This is an optimization exercise on Yosys and OpenROAD, whose aim is small area, a short achievable clock period and few clock cycles per item, not a production implementation.
Function was checked by simulation only, so behaviour that the tests miss may differ from the original.

## flow/design.v (module list and top-level ports; edited modules follow where they fit)
// module alu_core: 123 lines
// module alu_unit: 55 lines
// module booth_mul: 74 lines
// module mul_tree: 1794 lines
// module execute: 34 lines
// module execute_top: 101 lines
module execute_top (
    input  logic        clk,
    input  logic        rst,
    input  logic        flush,
    input  logic        alu_issue,
    input  logic [6:0]  alu_op_code,
    input  logic [2:0]  alu_funct3,
    input  logic [6:0]  alu_funct7,
    input  logic [31:0] alu_imm,
    input  logic [31:0] alu_pc,
    input  logic [31:0] alu_rs1,
    input  logic [31:0] alu_rs2,
    input  logic [5:0]  alu_pd,
    input  logic [4:0]  alu_rd,
    input  logic [4:0]  alu_rob,
    input  logic        alu_pred_taken,
    input  logic [31:0] alu_btb_pc_next,
    input  logic        mul_issue,
    input  logic [2:0]  mul_funct3,
    input  logic [31:0] mul_rs1,
    input  logic [31:0] mul_rs2,
    input  logic [5:0]  mul_pd,
    input  logic [4:0]  mul_rd,
    input  logic [4:0]  mul_rob,
    input  logic [31:0] mul_pc,
    output logic        mul_ready,
    output logic        alu_wb_valid,
    output logic [31:0] alu_pv,
    output logic [5:0]  alu_wb_pd,
    output logic [4:0]  alu_wb_rd,
    output logic [31:0] alu_wb_pc,
    output logic [4:0]  alu_wb_rob,
    output logic [31:0] alu_pc_next,
    output logic        alu_update_pc_next,
    output logic        alu_branch_taken,
    output logic        mul_wb_valid,
    output logic [31:0] mul_pv,
    output logic [5:0]  mul_wb_pd,
    output logic [4:0]  mul_wb_rd,
    output logic [31:0] mul_wb_pc,
    output logic [4:0]  mul_wb_rob
);
  // ...
==> flow/run.sh <==
#!/bin/bash
# synth_recipe.tcl (not shown) runs the flow's synth.tcl, then flattens the netlist and writes it again
# the make line also repeats each setting of config.mk as NAME=value (left out here)
make -C /OpenROAD-flow-scripts/flow DESIGN_CONFIG=/design/flow/config.mk WORK_HOME=/design/flow/orfs CLKGATE_MAP_FILE= SYNTH_SCRIPT=/design/flow/synth_recipe.tcl finish
==> flow/config.mk <==
export PLATFORM = sky130hd
export DESIGN_NAME = execute_top
export DESIGN_NICKNAME = execute_top
export VERILOG_FILES = /design/flow/design.v
export SDC_FILE = /design/flow/constraint.sdc
export NUM_CORES = 4
export LEC_CHECK = 0
export CAP_MARGIN = 20
export CORE_MARGIN = 2
export CORE_UTILIZATION = 40
export SLEW_MARGIN = 20
==> flow/constraint.sdc <==
create_clock -name core_clock -period 10.0 [get_ports {clk}]
set_input_delay 2.0000 -clock core_clock [delete_from_list [all_inputs] [get_ports {clk}]]
set_output_delay 2.0000 -clock core_clock [all_outputs]
set_load 0.01 [all_outputs]
==> summary.txt, run 1 <==
Once placement finished, the instance area stood at 57910 um2. The portion of synthesized area spent on multiplexers is 0.04905.

The maximum buffer depth of the clock tree is 3. The utilization of the core after routing came out at 0.4589. The hold buffer count at CTS came out at 0. At the pin with the least slew margin, the transition time is 1236 ps. The top metal layer carrying routed signals is met5. The startpoint identified for the worst hold timing path is u_execute.u_booth_mul.pc1[2]$_DFF_P_.

The count of nets left with antenna violations once routing finished came out at 0. The library cell with the largest summed area after synthesis is sky130_fd_sc_hd__fa_1. The global-route wire length before repair came out at roughly 360000 um.

The ratio of final minimum period to clock period is 0.8489. By instance count, the leading cell after synthesis is sky130_fd_sc_hd__nand2_1. The post-synthesis adder-cell area fraction is 0.2569. The logic depth of the worst register-to-register path is 26. In the layout the commonest cells are 797 x sky130_fd_sc_hd__nand2_1, 681 x sky130_fd_sc_hd__a21oi_1, 654 x sky130_fd_sc_hd__inv_1. Setup repair after global routing left no endpoint under its margin. The worst register-to-register path begins at u_execute.u_booth_mul.b1[7]$_DFF_P_.

Entering global routing, the biggest net connects 116 pins. Sequential cells placed in the final layout were counted as 312.

The path class of the tightest hold or removal check is flop to flop. After clock tree synthesis, the setup repair step added 0 buffers. After floorplanning, the core was sized to cover between 100000 and 150000 um2. The number of buffers and inverters on the critical path is 4. The HPWL after detailed placement came out at 188600 um. Port buffering added 500 buffers. TritonCTS built the clock tree. The maximum clock skew at final layout is 69.70 ps. The minimum setup slack among reg-to-reg paths is between 1500 and 2000 ps. The terminating pin of the worst hold path is u_execute.u_booth_mul.pc2[2]$_DFF_P_.

The number of buffers created by CTS is 41. The run finished with no timing, DRC or antenna violations. The number of core rows is 132. The via count of the first global-routing pass is roughly 51k. The routed via count is ~55k. The net total in the final layout came out at 8083.
Testbench counts, summed over its fixed seeds: cycles 528, muls 512.
==> run 2: changes to the inputs <==
--- a/flow/config.mk
+++ b/flow/config.mk
@@ -5,6 +5,7 @@
 export SDC_FILE = /design/flow/constraint.sdc
 export NUM_CORES = 4
 export LEC_CHECK = 0
+export ABC_AREA = 1
 export CAP_MARGIN = 20
 export CORE_MARGIN = 2
 export CORE_UTILIZATION = 40
==> summary.txt, run 2 <==
The hold buffer count at CTS was 0 (unchanged). The element type at the critical path end was a flop (unchanged). The fraction of post-synthesis cell area in the top cell type by area is 0.2219 (was 0.1933). The most common flop cell mapped by yosys is sky130_fd_sc_hd__dfxtp_1 (unchanged). The cell count after synthesis was 6068 (was 7045). The ratio of final minimum period to clock period came to 0.8255 (was 0.8489). The maximum buffer depth of the clock tree came out at 3 (unchanged).

The via count of the first global-routing pass came to 45.57k (was 50.99k). Main area contributors after synthesis: sky130_fd_sc_hd__fa_1 22%, sky130_fd_sc_hd__dfxtp_1 14%, sky130_fd_sc_hd__xor2_1 12% (was sky130_fd_sc_hd__fa_1 19%, sky130_fd_sc_hd__dfxtp_1 12%, sky130_fd_sc_hd__a21oi_1 6.6%). The total negative slack is 0 ps (unchanged). The number of buffers created by CTS was 37 (was 41). The mean number of vias per cell is 5.842 (was 6.272). The combined area of the multi-input logic cells is 33910 um2 (was 40470 um2). The overall track demand over capacity in global routing came out at 0.3718 (was 0.3619).

The HPWL after detailed placement came to 171200 um (was 188600 um). The slowest library cell on the worst path is sky130_fd_sc_hd__dfxtp_1 (was sky130_fd_sc_hd__and2_1). The highest cell delay on the worst timing path is 940 ps (was 680 ps).

The kind of cell adding the most delay to the critical path is adder cells (unchanged). The post-synthesis sequential element count came out at 312 (unchanged). The floorplan core area came to 112300 um2 (was 129200 um2). The count of endpoints failing hold in the final timing report was 0 (unchanged). The wire length reported by the detailed router came out at 219700 um (was 248000 um). The fraction of the yosys area taken by sequential cells came to 0.1382 (was 0.1204). The number of nets produced by synthesis is 7125 (was 8102). The initial cell density of the core is 0.4024 (was 0.4017). The count of flip-flops with a built-in enable after synthesis came to 0 (unchanged). The routed via count is 46.22k (was 55.21k). The share of final-layout standard cells stronger than drive strength 1 was 0.05214 (was 0.06377). The clock-pin transition on the worst setup and hold timing paths came out at 60 ps (was 70 ps). The category of the worst setup path launch point is a flop (unchanged). The highest clock frequency the design can meet was 0.1211 GHz (was 0.1178 GHz).

The type of the setup path with the least slack is flop to flop (unchanged). The largest net degree at the start of global routing came out at 69 (was 116). Leading post-synthesis cells by instance count: 975 x sky130_fd_sc_hd__inv_1, 941 x sky130_fd_sc_hd__nand2_1, 626 x sky130_fd_sc_hd__xor2_1, 546 x sky130_fd_sc_hd__o22ai_1, 501 x sky130_fd_sc_hd__fa_1 (was 798 x sky130_fd_sc_hd__nand2_1, 682 x sky130_fd_sc_hd__a21oi_1, 654 x sky130_fd_sc_hd__inv_1, 616 x sky130_fd_sc_hd__clkbuf_1, 549 x sky130_fd_sc_hd__nor2_1).

The average wire per standard cell came to 27.77 um (was 28.17 um). The number of design rule violations left after detail routing came out at 0 (unchanged). The post-CTS setup-driven buffer insertion count was 0 (unchanged). The number of different library cells in the post-synthesis netlist came out at 56 (was 86). The proportion of synthesized area in mux cells came out at 0.0002214 (was 0.04905). The post-synthesis adder-cell area fraction came to 0.2888 (was 0.2569). The net total in the final layout came out at 7437 (was 8083). The most common cell after layout, fill and taps aside is sky130_fd_sc_hd__inv_1 (was sky130_fd_sc_hd__nand2_1).

The most frequently used cell type in the post-synthesis netlist is sky130_fd_sc_hd__inv_1 (was sky130_fd_sc_hd__nand2_1). The number of cells upsized or downsized after cts came out at 0 (unchanged). The relative area change from synthesis to final layout came to 17.29% (was 14.24%). The total I/O pin count came out at 511 (unchanged). The simple-gate portion of the synthesized area is 0.1457 (was 0.1384). The library cell used as clock root buffer was sky130_fd_sc_hd__clkbuf_16 (unchanged). The arrival time of the worst setup path is 8690 ps (was 9060 ps). The critical path required time came out at 10440 ps (was 10570 ps).

The initial antenna violation count is 7 (was 11). The mean area per synthesized cell is 7.450 um2 (was 7.365 um2). The DRC marker count from the first detailed-route iteration is 4992 (was 7821). The library cell with the largest summed area after synthesis is sky130_fd_sc_hd__fa_1 (unchanged). The post-route antenna net violation count came to 0 (unchanged). The number of buffers and inverters on the critical path is 8 (was 4). The final weighted congestion in routability-driven placement is 1.035 (was 1.059). The H-tree depth came out at 2 (unchanged). The area of the die is 115700 um2 (was 132600 um2). The share of flip-flops with an asynchronous set or reset is 0 (unchanged). The total overflow reported by the global router is 0 (unchanged).

The post-route minimum period came out at 8255 ps (was 8489 ps). The chip width came to 340.2 um (was 364.2 um). Result of the run: finished clean (unchanged). The number of filler cells placed in the layout is 11.38k (was 12.98k).

The detailed-router iteration count before antenna repair is 7 (unchanged). The clock insertion delay at the later pin of the skew report came out at 640 ps (was 650 ps). The peak fanout along the critical path is 28 (was 18). The total area of sequential cells is 6247 um2 (was 6327 um2). The total of warnings raised by yosys is 4 (unchanged). The vertical extent of the die came out at 340.2 um (was 364.2 um). The number of core rows was 123 (was 132).

The share of the synthesized netlist area taken by xor and xnor gates is 0.1286 (was 0.04473). Setup repair after global routing missed its margin: false (unchanged).

The clock tree from TritonCTS is done (unchanged). The count of maximum capacitance violations is 0 (unchanged). Most used cells in the layout excluding fill and tap cells: 960 x sky130_fd_sc_hd__inv_1, 933 x sky130_fd_sc_hd__nand2_1, 626 x sky130_fd_sc_hd__xor2_1 (was 797 x sky130_fd_sc_hd__nand2_1, 681 x sky130_fd_sc_hd__a21oi_1, 654 x sky130_fd_sc_hd__inv_1). The main combinational cell family by area after synthesis is adder cells (was compound AO/OA/AOI/OAI gates).

The relative slew slack came out at 0.2569 (was 0.1728). The final number of max-transition violations came out at 0 (unchanged). The post-synthesis instance area came out at 45210 um2 (was 51880 um2). The number of port buffers came out at 500 (unchanged). The class of the tightest hold or removal check is flop to flop (unchanged). The maximum clock skew at final layout is 63.66 ps (was 69.70 ps). The measured slew at the worst slew-check pin came out at 1103 ps (was 1236 ps). The post-synthesis compound-gate area fraction is 0.1844 (was 0.2872).

The setup-violating endpoint count in the final report came out at 0 (unchanged). The global-route wire length before repair came out at 316200 um (was 355900 um). The most repeated library cell on the critical path is sky130_fd_sc_hd__fa_1 (unchanged).

The number of sinks driven by the clock tree came out at 312 (unchanged).
## run 2: cells by family (layout without fill, tap and decap cells)
| logic type | Yosys count | in the layout |
|---|---|---|
| AOI/OAI and AO/OA | 1404 | 1404 |
| xor gates and xnor gates | 664 | 664 |
| adders and majority gates | 743 | 743 |
| buffers and inverters | 1359 | 1697 |
| DFF | 312 | 312 |
| muxes | 1 | 1 |
| other | 1 | 7 |
| and+or+nand+nor | 1584 | 1584 |
## run 2: path summary, 6_finish.rpt
| path | startpoint | end | slack (ps) | depth (start not counted) |
|---|---|---|---|---|
| setup reg to reg | u_execute.u_booth_mul.b1[17]$_DFF_P_ | u_execute.u_booth_mul.pv2[20]$_DFF_P_ | 1750 | 26 |
| hold reg to reg | u_execute.u_booth_mul.pc1[7]$_DFF_P_ | u_execute.u_booth_mul.pc2[7]$_DFF_P_ | 270 | 0 |
| setup / recovery | u_execute.u_booth_mul.b1[17]$_DFF_P_ | u_execute.u_booth_mul.pv2[20]$_DFF_P_ | 1750 | 26 |
| hold / removal | u_execute.u_booth_mul.pc1[7]$_DFF_P_ | u_execute.u_booth_mul.pc2[7]$_DFF_P_ | 270 | 0 |
## run 2: per-stage QoR
step,instance area [um2],setup WS [ps],hold slack (ps),util,cells
finish,53030,1745,271.5,0.4720,7912
global route,53010,1556,301.0,0.4719,7907
CTS,53010,2065,265.7,0.4718,7905
detailed placement,51770,1848,312.1,0.4608,7840
global placement,51770,1847,309.7,0.4608,7840
floorplan,45210,3746,309.6,-,6068
## run 2: area by class of cell
cell class / instances / area share
clock inverters: 17 / 0.004106
clock buffers: 48 / 0.01918
multi-input cells: 4397 / 0.6395
inverters: 1000 / 0.07079
well taps: 1500 / 0.03539
repair buffers: 632 / 0.1129
diodes: 6 / 0.0002832
flip-flops and latches: 312 / 0.1178
## run 2: worst reg2reg max path, cell delays in order, from the launching register on
cell and delay [ps]:
sky130_fd_sc_hd__dfxtp_1 940, sky130_fd_sc_hd__inv_2 30, sky130_fd_sc_hd__buf_4 340, sky130_fd_sc_hd__o21ai_2 290, sky130_fd_sc_hd__buf_4 360, sky130_fd_sc_hd__o22ai_1 140, sky130_fd_sc_hd__xor2_1 220, sky130_fd_sc_hd__fa_1 520
sky130_fd_sc_hd__fa_1 510, sky130_fd_sc_hd__inv_1 50, sky130_fd_sc_hd__fa_1 550, sky130_fd_sc_hd__inv_1 50, sky130_fd_sc_hd__fa_1 350, sky130_fd_sc_hd__inv_1 90, sky130_fd_sc_hd__fa_1 440, sky130_fd_sc_hd__fa_1 500
sky130_fd_sc_hd__ha_1 470, sky130_fd_sc_hd__a21oi_1 210, sky130_fd_sc_hd__inv_1 70, sky130_fd_sc_hd__a31oi_1 260, sky130_fd_sc_hd__o21ai_0 160, sky130_fd_sc_hd__a21oi_1 150, sky130_fd_sc_hd__inv_1 50, sky130_fd_sc_hd__a31oi_1 230
sky130_fd_sc_hd__o21bai_1 200, sky130_fd_sc_hd__o21ai_0 520, sky130_fd_sc_hd__o21ai_0 350
## run 2: metal layers
metal | vias to the layer above | track usage | routed length [um]
met5 | - | 0 | 11
met4 | 2 | 0.2345 | 17430
met3 | 702 | 0.08445 | 23080
met2 | 3032 | 0.5957 | 99110
met1 | 22170 | 0.4519 | 80110
li1 | 20310 | - | -

==> port drivers added, routing unchanged <==
How much do the figures lean on ideal ports? The routed layouts below were timed once more, with nothing changed but the port constraints.
Step 1 assumes that a clkbuf_16 drives the clock port and a buf_2 every other input.
Step 2 also shifts input and output timing later by t, the mid clock arrival at the registers, as if the neighbouring blocks saw the same clock.
a / b / c = ideal ports / drivers / drivers and shift; a / b = the first two.
| run | t, ns | setup slack, ns | worst setup path after step 2 | worst slew at a driven data input, ns |
|---|---|---|---|---|
| run 1 | 0.689 | 1.511 / 1.511 / 1.167 | input to register | 0.13 |
| run 2 | 0.685 | 1.745 / 1.745 / 1.503 | input to register | 0.12 |
After both steps every run listed still meets setup and hold. The setup slack of run 1, which loses most, moves by 0.000 ns with the drivers and by -0.344 ns with both steps.
